What follows belongs to an exercise in optimizing a design on an open flow for small area and few clock cycles per item; a production flow would make more cautious choices.
The RTL was checked by simulation tests, not by an equivalence proof against the original design.

==> inputs of job 4798 <==
// fp_mult_pipe
module fp_mult_pipe #(
  parameter int unsigned EXP_W = 8,
  parameter int unsigned MAN_W = 23,
  parameter int unsigned TAG_W = 4
) (
  input  logic                   clk,
  input  logic                   rstn,
  input  logic                   in_valid,
  output logic                   in_ready,
  input  logic [EXP_W+MAN_W:0]   a,
  input  logic [EXP_W+MAN_W:0]   b,
  input  logic [TAG_W-1:0]       in_tag,
  output logic                   out_valid,
  input  logic                   out_ready,
  output logic [EXP_W+MAN_W:0]   result,
  output logic [TAG_W-1:0]       out_tag,
  output logic [3:0]             flags
);
Settings: LEC_CHECK=0, ABC_AREA=1, CAP_MARGIN=20, CORE_MARGIN=2, CORE_UTILIZATION=40, SLEW_MARGIN=20, SYNTH_HIERARCHICAL=1, SYNTH_MINIMUM_KEEP_SIZE=0; clock period 7.0 ns.
run.sh (not shown) runs the stock make flow with config.mk's settings and CLKGATE_MAP_FILE= SYNTH_SCRIPT=/design/flow/synth_recipe.tcl, a recipe that flattens the netlist after the stock synthesis.
==> inputs of job 7422, as changes to job 4798 <==
--- a/flow/config.mk
+++ b/flow/config.mk
@@ -9,5 +9,7 @@
 export CAP_MARGIN = 20
 export CORE_MARGIN = 2
-export CORE_UTILIZATION = 40
+export CORE_UTILIZATION = 65
+export GPL_TIMING_DRIVEN = 0
+export PLACE_DENSITY = 0.75
 export SLEW_MARGIN = 20
 export SYNTH_HIERARCHICAL = 1
==> notes.md <==
- Reg2reg end: r_p[12]
- Clk cell area share: 0.007884
- Starting DRT DRC Count: approximately 1500
- Setup skew after layout: 0.003063 ns
- Status: finished clean
- Worst setup startpoint: b[3]
- Arrival @ worst endpoint: about 7 ns
- Buffers excl. clock: between 300 and 400
- Fraction of area in multi-input gates: 0.7029
[end of results for job 4798]
==> notes.md <==
- Final setup viols: 1
- Clk cell area share: 0.007103
- GR peak layer: met2
- Worst setup startpoint: a[4]
- Status: failed layout checks
- Crit Path Category: in2reg
- Blocking Checks: setup timing
- CTS Sinks: 45
- Setup skew after layout: approximately 0.0087 ns
- Reg2reg end: r_cls[2]
- Worst setup margin: -0.01981 ns
- Starting DRT DRC Count: about 2600
- Arrival @ worst endpoint: 7.13 ns
- Fraction of area in multi-input gates: 0.7518
- Buffers excl. clock: around 280
- FILL cells: between 1500 and 2000
[end of results for job 7422]
Testbench counts of job 4798, summed over its fixed seeds: cycles 16,008, items 16,000.
Testbench counts of job 7422, summed over its fixed seeds: cycles 16,008, items 16,000.

========
==> wip/lagoon: inputs <==
Another version of the RTL of fp_mult_pipe (not shown whole).
export LEC_CHECK = 0
export ABC_AREA = 1
export CAP_MARGIN = 20
export CORE_MARGIN = 2
export CORE_UTILIZATION = 40
export CTS_BUF_LIST = sky130_fd_sc_hd__clkbuf_8
export GPL_TIMING_DRIVEN = 0
export PLACE_DENSITY = 0.7
export SETUP_SLACK_MARGIN = 0.02
export SLEW_MARGIN = 20
export SYNTH_HIERARCHICAL = 1
export SYNTH_MINIMUM_KEEP_SIZE = 0
create_clock -name core_clock -period 7.0 [get_ports {clk}]
standard.sh (not shown) runs the stock make flow with config.mk's settings and CLKGATE_MAP_FILE= SYNTH_SCRIPT=/design/flow/synth_recipe.tcl, a recipe that flattens the netlist after the stock synthesis.
==> flow/flow/run.sh <==
#!/bin/bash
# Standard ORFS layout, with plain buffers on the ports instead of the delay cell buffer_ports
# picks, and with the synthesis buffers removed at floorplan so repair_design rebuffers.
set -euo pipefail
bash standard.sh BUFFER_PORTS_ARGS="-buffer_cell sky130_fd_sc_hd__buf_2" REMOVE_ABC_BUFFERS=1  finish > make.log 2>&1
==> inputs of wip/pepper, as changes to wip/lagoon <==
Settings changed: CTS_BUF_LIST sky130_fd_sc_hd__clkbuf_8 to not set, PLACE_DENSITY 0.7 to not set.
==> inputs of wip/indigo, as changes to wip/lagoon <==
==> flow/flow/run.sh (replaced) <==
#!/bin/bash
# Standard ORFS layout, with plain buffers on the ports instead of the delay cell buffer_ports
# picks, and with the synthesis buffers removed at floorplan so repair_design rebuffers.
set -euo pipefail
bash standard.sh BUFFER_PORTS_ARGS="-buffer_cell sky130_fd_sc_hd__buf_2" REMOVE_ABC_BUFFERS=1 RECOVER_POWER=100 finish > make.log 2>&1
Settings changed: CTS_BUF_LIST sky130_fd_sc_hd__clkbuf_8 to not set, PLACE_DENSITY 0.7 to not set.
==> inputs of wip/xenon, as changes to wip/lagoon <==
Settings changed: PLACE_DENSITY 0.7 to not set.
==> flow_metrics.env <==
export IMPL_outcome="no timing/DRC/antenna violations"
export IMPL_avgRoutedWirePerCell_um=22.4
export IMPL_place_inst=2340
export IMPL_place_area_um2=16700
export IMPL_drtIter0Drc=1950
export IMPL_place_hpwl_um=35300
export IMPL_period_share_pct=96.6
export IMPL_multi_input_area_share_pct=79.7
export IMPL_drt_pass1_iterations=6
export IMPL_fin_cells=2372
export IMPL_antenna_found_initial=0
Source of the figures above: wip/lagoon

==> flow_metrics.env <==
export IMPL_outcome="no timing/DRC/antenna violations"
export IMPL_place_hpwl_um=36300
export IMPL_multi_input_area_share_pct=79.1
export IMPL_period_share_pct=97.3
export IMPL_drtIter0Drc=1589
export IMPL_place_inst=2342
export IMPL_antenna_found_initial=1
export IMPL_avgRoutedWirePerCell_um=22.8
export IMPL_place_area_um2=16700
export IMPL_cts_root_buf="clkbuf_16"
Source of the figures above: wip/pepper

==> flow_metrics.env <==
export IMPL_fin_skew_ps=9.26
export IMPL_place_hpwl_um=36300
export IMPL_hold_end="r_v"
export IMPL_fin_cells=2384
export IMPL_dp_slack_ps=-1450
export IMPL_multi_input_area_share_pct=79.3
export IMPL_antenna_found_initial=0
export IMPL_avgRoutedWirePerCell_um=22.9
export IMPL_place_area_um2=16700
export IMPL_place_inst=2342
export IMPL_drt_pass1_iterations=5
export IMPL_outcome="no timing/DRC/antenna violations"
export IMPL_num_multi_input_gates=1521
export IMPL_portBuffers=113
Source of the figures above: wip/xenon

==> flow_metrics.env <==
export IMPL_slew_violations=34
export IMPL_drtIter0Drc=1489
export IMPL_period_share_pct=97.3
export IMPL_place_inst=2342
export IMPL_antenna_found_initial=1
export IMPL_place_area_um2=16700
export IMPL_check_faults="max-capacitance violations, max-slew violations"
export IMPL_outcome="failed layout checks"
export IMPL_fin_cells=2382
export IMPL_cap_violations=1
export IMPL_place_hpwl_um=36300
Source of the figures above: wip/indigo

Testbench counts of wip/lagoon, summed over its fixed seeds: cycles 16,008, items 16,000.
Testbench counts of wip/pepper, summed over its fixed seeds: cycles 16,008, items 16,000.
Testbench counts of wip/indigo, summed over its fixed seeds: cycles 16,008, items 16,000.
Testbench counts of wip/xenon, summed over its fixed seeds: cycles 16,008, items 16,000.

## static timing again, ports no longer ideal
Ports are ideal in the flow. The routed layouts listed here were re-timed in OpenROAD. Step 1 (the two cells are an assumption about what drives the block):
set clk [get_ports {clk}]
set_driving_cell -lib_cell sky130_fd_sc_hd__clkbuf_16 $clk
set_driving_cell -lib_cell sky130_fd_sc_hd__buf_2 [delete_from_list [all_inputs] $clk]
Step 2 also shifts input and output timing later by t, the mid clock arrival at the registers, as if the neighbouring blocks saw the same clock. a / b / c = ideal / step 1 / step 2; a / b = the first two.
| run | t (ns) | setup slack, ns | hold slack, ns | cell pins on the clock port's net |
|---|---|---|---|---|
| job 4798 | 0.324 | 0.174 / 0.185 / -0.139 | 0.859 / 0.859 / 0.859 | 1 |
| job 7422 | 0.329 | -0.020 / -0.009 / -0.338 | 0.708 / 0.708 / 0.708 | 1 |
| wip/lagoon | 0.345 | 0.235 / 0.224 / -0.121 | 0.783 / 0.783 / 0.783 | 1 |
| wip/pepper | 0.332 | 0.187 / 0.179 / -0.153 | 0.754 / 0.754 / 0.754 | 1 |
| wip/indigo | 0.332 | 0.189 / 0.181 / -0.151 | 0.870 / 0.847 / 0.879 | 1 |
| wip/xenon | 0.344 | 0.213 / 0.199 / -0.145 | 0.766 / 0.766 / 0.766 | 1 |
For wip/xenon, which loses most, drivers alone change the setup slack by -0.014 ns; drivers and shift together by -0.358 ns.
